Background: an optimization exercise with open tools, aiming at small area and a short achievable clock period. Do not read the settings as production practice. Only simulation tests tie the RTL to the original design; equivalence was not proved. Power figures rest on the tool's default switching activity, not on a simulated workload.

==> flow/design.v (excerpt) <==
module relu_pool2x2 #(
    parameter int DATA_W = 32,
    parameter int MAX_W  = 64,
    parameter int CNT_W  = 10
) (
    input  logic              clk,
    input  logic              rst,
    input  logic              clear,
    input  logic [CNT_W-1:0]  map_w,
    input  logic [CNT_W-1:0]  map_h,
    input  logic              conv_ack,
    input  logic [DATA_W-1:0] conv_r,
    input  logic [DATA_W-1:0] conv_g,
    input  logic [DATA_W-1:0] conv_b,
    output logic [DATA_W-1:0] pool_out,
    output logic              pool_valid,
    output logic              frame_done,
    output logic              cfg_err
);
For scale: roughly 2700 cells after synthesis, about 1100 flip-flops, ~160 I/O pins.
Settings: LEC_CHECK=0, CAP_MARGIN=20, CORE_MARGIN=2, CORE_UTILIZATION=65, SLEW_MARGIN=20; clock period 11.0 ns.
standard.sh (not shown) runs the stock make flow with config.mk's settings and CLKGATE_MAP_FILE= SYNTH_SCRIPT=/design/flow/synth_recipe.tcl, a recipe that flattens the netlist after the stock synthesis.
==> flow/flow/run.sh <==
#!/bin/bash
# Own layout flow: the standard ORFS flow (standard.sh) with
#  - synthesis as standard.sh runs it, except that adders are not extracted into the
#    library's full/half-adder cells (ADDER_MAP_FILE empty) and ABC maps the logic with a
#    delay-driven 'map -D 1500' script (flow/abc_speed.script) in place of ORFS's
#    abc_speed.script; the registers are mapped before ABC runs, so they are the standard
#    synthesis's,
#  - port buffers of a plain buffer cell (buf_2) instead of the default delay-cell choice,
#  - clock tree synthesis with clkbuf_8 clusters of up to 16 sinks within 50 um and no
#    dummy loads,
#  - a tighter setup-repair target (SETUP_SLACK_MARGIN=6.5 at the design's 11 ns clock).
# Every tool's output goes to the ORFS logs under orfs/logs; make's own output to make.log.
set -euo pipefail
SD="$PWD/orfs_scripts"
rm -rf "$SD"
cp -r "$FLOW_HOME/scripts" "$SD"
cp flow/abc_speed.script "$SD/abc_speed.script"
export SCRIPTS_DIR="$SD"
export BUFFER_PORTS_ARGS="-buffer_cell sky130_fd_sc_hd__buf_2"
export CTS_ARGS="-sink_clustering_enable -repair_clock_nets -buf_list sky130_fd_sc_hd__clkbuf_8 -sink_clustering_size 16 -sink_clustering_max_diameter 50 -dont_use_dummy_load"
bash standard.sh ADDER_MAP_FILE= SETUP_SLACK_MARGIN=6.5 finish > make.log 2>&1
==> flow/flow/abc_speed.script <==
strash
dch
map -D 1500
buffer -c
topo
stime -c
upsize -c
dnsize -c
Rerun with:
==> flow/flow/run.sh (replaced) <==
#!/bin/bash
# Own layout flow: the standard ORFS flow (standard.sh) with
#  - synthesis as standard.sh runs it, except that ABC maps the logic with a delay-driven
#    'map -D 1000' script (flow/abc_speed.script) in place of ORFS's abc_speed.script; the
#    registers are mapped before ABC runs, so they are the standard synthesis's,
#  - port buffers of a plain buffer cell (buf_2) instead of the default delay-cell choice,
#  - clock tree synthesis with clkbuf_8 clusters of up to 16 sinks within 50 um and no dummy loads,
#  - a tighter setup-repair target (SETUP_SLACK_MARGIN=7 at the design's 11 ns clock).
# Every tool's output goes to the ORFS logs under orfs/logs; make's own output to make.log.
set -euo pipefail
SD="$PWD/orfs_scripts"
rm -rf "$SD"
cp -r "$FLOW_HOME/scripts" "$SD"
cp flow/abc_speed.script "$SD/abc_speed.script"
export SCRIPTS_DIR="$SD"
export BUFFER_PORTS_ARGS="-buffer_cell sky130_fd_sc_hd__buf_2"
export CTS_ARGS="-sink_clustering_enable -repair_clock_nets -buf_list sky130_fd_sc_hd__clkbuf_8 -sink_clustering_size 16 -sink_clustering_max_diameter 50 -dont_use_dummy_load"
bash standard.sh SETUP_SLACK_MARGIN=7 finish > make.log 2>&1
==> flow/flow/abc_speed.script (replaced) <==
strash
dch
map -D 1000
buffer -c
topo
stime -c
upsize -c
dnsize -c
Outcome: Cell area went up by 1.3%. Synthesized area shrinks by 0.81%. Total power came out higher by 2.3%. Fmax climbs by 2.3%. Wire length decreases by 3.5%. Global-route usage is lower by 0.51 points.
Rerun with:
==> flow/flow/run.sh (replaced) <==
#!/bin/bash
# Own layout flow: the standard ORFS flow (standard.sh) with
#  - synthesis as standard.sh runs it, except that adders are not extracted into the
#    library's full/half-adder cells (ADDER_MAP_FILE empty) and ABC maps the logic with a
#    delay-driven 'map -D 1500' script (flow/abc_speed.script) in place of ORFS's
#    abc_speed.script; the registers are mapped before ABC runs, so they are the standard
#    synthesis's,
#  - port buffers of a plain buffer cell (buf_2) instead of the default delay-cell choice,
#  - clock tree synthesis with clkbuf_8 clusters of up to 16 sinks within 50 um and no
#    dummy loads,
#  - a tighter setup-repair target (SETUP_SLACK_MARGIN=7 at the design's 11 ns clock).
# Every tool's output goes to the ORFS logs under orfs/logs; make's own output to make.log.
set -euo pipefail
SD="$PWD/orfs_scripts"
rm -rf "$SD"
cp -r "$FLOW_HOME/scripts" "$SD"
cp flow/abc_speed.script "$SD/abc_speed.script"
export SCRIPTS_DIR="$SD"
export BUFFER_PORTS_ARGS="-buffer_cell sky130_fd_sc_hd__buf_2"
export CTS_ARGS="-sink_clustering_enable -repair_clock_nets -buf_list sky130_fd_sc_hd__clkbuf_8 -sink_clustering_size 16 -sink_clustering_max_diameter 50 -dont_use_dummy_load"
bash standard.sh ADDER_MAP_FILE= SETUP_SLACK_MARGIN=7 finish > make.log 2>&1
==> flow/flow/abc_speed.script (replaced) <==
strash
dch
map -D 1500
buffer -c
topo
stime -c
upsize -c
dnsize -c
Outcome: Critical path depth fell by 7. First-iteration DRC count climbs by 13%. Hold slack gets worse by 0.042 ns.
Rerun with:
==> flow/flow/run.sh (replaced) <==
#!/bin/bash
# Own layout flow: the standard ORFS flow (standard.sh) with
#  - synthesis as standard.sh runs it, except that adders are not extracted into the
#    library's full/half-adder cells (ADDER_MAP_FILE empty) and ABC maps the logic with a
#    delay-driven 'map -D 1000' script (flow/abc_speed.script) in place of ORFS's
#    abc_speed.script; the registers are mapped before ABC runs, so they are the standard
#    synthesis's,
#  - port buffers of a plain buffer cell (buf_2) instead of the default delay-cell choice,
#  - clock tree synthesis with clkbuf_8 clusters of up to 16 sinks within 50 um and no
#    dummy loads,
#  - a tighter setup-repair target (SETUP_SLACK_MARGIN=7.5 at the design's 11 ns clock).
# Every tool's output goes to the ORFS logs under orfs/logs; make's own output to make.log.
set -euo pipefail
SD="$PWD/orfs_scripts"
rm -rf "$SD"
cp -r "$FLOW_HOME/scripts" "$SD"
cp flow/abc_speed.script "$SD/abc_speed.script"
export SCRIPTS_DIR="$SD"
export BUFFER_PORTS_ARGS="-buffer_cell sky130_fd_sc_hd__buf_2"
export CTS_ARGS="-sink_clustering_enable -repair_clock_nets -buf_list sky130_fd_sc_hd__clkbuf_8 -sink_clustering_size 16 -sink_clustering_max_diameter 50 -dont_use_dummy_load"
bash standard.sh ADDER_MAP_FILE= SETUP_SLACK_MARGIN=7.5 finish > make.log 2>&1
==> flow/flow/abc_speed.script (replaced) <==
strash
dch
map -D 1000
buffer -c
topo
stime -c
upsize -c
dnsize -c
Result: Combinational power increases by 44%; final area went up by about 12%; power rises by 5.1%; first-iteration DRC count goes up by about 30%; synthesized area increases by about 4%; via count came out higher by 15%; setup slack gets better by 0.021 ns; die area increases by 4.1%.

========
== run A ==
relu_pool2x2, a different RTL version from the one above (not shown whole).
Size in the first run: roughly 2,000 cells after synthesis, roughly 160 I/O pins.
## relu_pool2x2
module relu_pool2x2 #(
    parameter int DATA_W = 32,
    parameter int MAX_W  = 64,
    parameter int CNT_W  = 10
) (
    input  logic              clk,
    input  logic              rst,
    input  logic              clear,
    input  logic [CNT_W-1:0]  map_w,
    input  logic [CNT_W-1:0]  map_h,
    input  logic              conv_ack,
    input  logic [DATA_W-1:0] conv_r,
    input  logic [DATA_W-1:0] conv_g,
    input  logic [DATA_W-1:0] conv_b,
    output logic [DATA_W-1:0] pool_out,
    output logic              pool_valid,
    output logic              frame_done,
    output logic              cfg_err
);
Settings: LEC_CHECK=0, CAP_MARGIN=20, CORE_MARGIN=2, CORE_UTILIZATION=65, SLEW_MARGIN=20; clock period 11.0 ns.
==> flow/flow/run.sh <==
#!/bin/bash
# Own layout flow: the standard ORFS flow (standard.sh, unchanged synthesis) with
#  - port buffers of a plain buffer cell (buf_2) instead of the default delay-cell choice,
#  - clock tree synthesis without dummy loads (-buf_list sky130_fd_sc_hd__clkbuf_8 -sink_clustering_size 16 -sink_clustering_max_diameter 50),
#  - a tighter setup-repair target (SETUP_SLACK_MARGIN=7 at the design's 11 ns clock).
# Every tool's output goes to the ORFS logs under orfs/logs; make's own output to make.log.
set -euo pipefail
export BUFFER_PORTS_ARGS="-buffer_cell sky130_fd_sc_hd__buf_2"
export CTS_ARGS="-sink_clustering_enable -repair_clock_nets -buf_list sky130_fd_sc_hd__clkbuf_8 -sink_clustering_size 16 -sink_clustering_max_diameter 50 -dont_use_dummy_load"
bash standard.sh SETUP_SLACK_MARGIN=7 finish > make.log 2>&1
For run B, these inputs were changed with respect to run A:
==> flow/flow/run.sh <==
#!/bin/bash
# Own layout flow: the standard ORFS flow (standard.sh) with
#  - synthesis as standard.sh runs it, except that ABC maps the logic with a delay-driven
#    'map -D 1000' script (flow/abc_speed.script) in place of ORFS's abc_speed.script; the
#    registers are mapped before ABC runs, so they are the standard synthesis's,
#  - port buffers of a plain buffer cell (buf_2) instead of the default delay-cell choice,
#  - clock tree synthesis with clkbuf_8 clusters of up to 20 sinks and no dummy loads,
#  - a tighter setup-repair target (SETUP_SLACK_MARGIN=7.5 at the design's 11 ns clock).
# Every tool's output goes to the ORFS logs under orfs/logs; make's own output to make.log.
set -euo pipefail
SD="$PWD/orfs_scripts"
rm -rf "$SD"
cp -r "$FLOW_HOME/scripts" "$SD"
cp flow/abc_speed.script "$SD/abc_speed.script"
export SCRIPTS_DIR="$SD"
export BUFFER_PORTS_ARGS="-buffer_cell sky130_fd_sc_hd__buf_2"
export CTS_ARGS="-sink_clustering_enable -repair_clock_nets -buf_list sky130_fd_sc_hd__clkbuf_8 -sink_clustering_size 20 -sink_clustering_max_diameter 60 -dont_use_dummy_load"
bash standard.sh SETUP_SLACK_MARGIN=7.5 finish > make.log 2>&1
==> flow/flow/abc_speed.script (new file) <==
strash
dch
map -D 1000
buffer -c
topo
stime -c
upsize -c
dnsize -c
Die area | run B above run A. Run B against run A: combined area of all synthesized cells picked up an extra about 2.5%; sum of routed wire length over all layers up 5.0%; initial cell density of the core stayed essentially flat; worst setup margin went up; final weighted congestion in routability-driven placement increased 0.072. Looking at share of the core filled with cells in the final layout, run B sits 1.8 points higher than run A does.
## Diff of input files: run C against run B
Settings: CORE_UTILIZATION now 75, was 65.
==> flow/flow/run.sh <==
#!/bin/bash
# Own layout flow: the standard ORFS flow (standard.sh, unchanged synthesis) with
#  - port buffers of a plain buffer cell (buf_2) instead of the default delay-cell choice,
#  - clock tree synthesis without dummy loads (-buf_list sky130_fd_sc_hd__clkbuf_16 -sink_clustering_size 30 -sink_clustering_max_diameter 80),
#  - a tighter setup-repair target (SETUP_SLACK_MARGIN=7 at the design's 11 ns clock).
# Every tool's output goes to the ORFS logs under orfs/logs; make's own output to make.log.
set -euo pipefail
export BUFFER_PORTS_ARGS="-buffer_cell sky130_fd_sc_hd__buf_2"
export CTS_ARGS="-sink_clustering_enable -repair_clock_nets -buf_list sky130_fd_sc_hd__clkbuf_16 -sink_clustering_size 30 -sink_clustering_max_diameter 80 -dont_use_dummy_load"
bash standard.sh SETUP_SLACK_MARGIN=7 finish > make.log 2>&1
removed: flow/flow/abc_speed.script
- Run status, run C: aborted in clock tree synthesis, error DPL-0033
- Share of synthesized area occupied by flip-flops and latches for run C: 2.0 points up relative to run B
- Per the comparison of run C with run B, H-tree depth went down, compound-gate portion of the synthesized area went down, count of placed standard cells including taps went down, synthesized area divided by synthesized cell count went up.
- Vertical die dimension: run C vs run B down 7.9%
Here is what was changed in the inputs of run D compared with run C.
Settings: CORE_UTILIZATION: 75 -> 65.
--- a/flow/flow/run.sh
+++ b/flow/flow/run.sh
@@ -4,3 +4,3 @@
 #  - clock tree synthesis without dummy loads (-buf_list sky130_fd_sc_hd__clkbuf_16 -sink_clustering_size 30 -sink_clustering_max_diameter 80),
-#  - a tighter setup-repair target (SETUP_SLACK_MARGIN=7 at the design's 11 ns clock).
+#  - a tighter setup-repair target (SETUP_SLACK_MARGIN=7.5 at the design's 11 ns clock).
 # Every tool's output goes to the ORFS logs under orfs/logs; make's own output to make.log.
@@ -9,2 +9,2 @@
 export CTS_ARGS="-sink_clustering_enable -repair_clock_nets -buf_list sky130_fd_sc_hd__clkbuf_16 -sink_clustering_size 30 -sink_clustering_max_diameter 80 -dont_use_dummy_load"
-bash standard.sh SETUP_SLACK_MARGIN=7 finish > make.log 2>&1
+bash standard.sh SETUP_SLACK_MARGIN=7.5 finish > make.log 2>&1
## What came out
- Run D: full flow OK, the timing, design-rule and antenna checks passed
- Run D -> run C: quantity of hold-fixing buffers added after cts delta 0, exact match
- [compare] base=run C new=run D: H-tree depth comparable, number of buffers added by the clock tree synthesis step now larger, total instance count after detailed placement now larger, area share of fa/ha/maj cells after synthesis comparable, total of cells resized after clock tree synthesis now larger.
- Run D vs. run C: number of placement rows saw an increase; worst slack at placement has decreased; post-CTS setup-driven buffer insertion count up 160%; half-perimeter wire length after placement shrank by 1.5 mm; distinct cell type count of the synthesized netlist did not really move.
Input changes introduced in run E (baseline for comparison: run D):
==> flow/flow/run.sh <==
#!/bin/bash
# Own layout flow: the standard ORFS flow (standard.sh, unchanged synthesis) with
#  - port buffers of a plain buffer cell (buf_2) instead of the default delay-cell choice,
#  - clock tree synthesis with clkbuf_8 clusters of up to 20 sinks and no dummy loads,
#  - a tighter setup-repair target (SETUP_SLACK_MARGIN=7 at the design's 11 ns clock).
# Every tool's output goes to the ORFS logs under orfs/logs; make's own output to make.log.
set -euo pipefail
export BUFFER_PORTS_ARGS="-buffer_cell sky130_fd_sc_hd__buf_2"
export CTS_ARGS="-sink_clustering_enable -repair_clock_nets -buf_list sky130_fd_sc_hd__clkbuf_8 -sink_clustering_size 20 -sink_clustering_max_diameter 60 -dont_use_dummy_load"
bash standard.sh SETUP_SLACK_MARGIN=7 finish > make.log 2>&1
--- outcome ---
Each of the runs, namely run E and run D, reached the end of the flow and came out clean.
Between run D and run E, the flow reports quantity of gates resized following cts decreasing by more than half.
Comparing run D with run E, the register-to-register slack came out essentially unchanged.
Run D → run E: total setup buffers inserted after CTS went down about 70%, count of vias placed by the detailed router went down 469.

## port drivers added, routing unchanged
Ports are ideal in the flow. The routed layouts listed here were re-timed in OpenROAD.
Step 1 assumes that a clkbuf_16 drives the clock port and a buf_2 every other input.
Step 2 also shifts input and output timing later by t, the mid clock arrival at the registers, as if the neighbouring blocks saw the same clock.
a / b / c = ideal ports / drivers / drivers and shift; a / b = the first two.
run	shift t [ns]	setup WS [ns]	worst slew at a driven data input, ns
the first run of note 1	0.712	6.650 / 6.590 / 6.033	0.11
the second run of note 1	0.754	6.745 / 6.758 / 6.028	0.05
the third run of note 1	0.710	6.899 / 6.838 / 6.365	0.10
the fourth run of note 1	0.732	6.920 / 6.855 / 6.688	0.09
run A	0.721	6.479 / 6.506 / 5.785	0.06
run B	0.718	6.800 / 6.828 / 6.110	0.07
run D	0.666	6.479 / 6.511 / 5.845	0.08
run E	0.710	6.506 / 6.539 / 5.830	0.06
After both steps setup and hold are still met in every run listed. For the second run of note 1, which loses most, drivers alone change the setup slack by +0.013 ns; drivers and shift together by -0.717 ns.
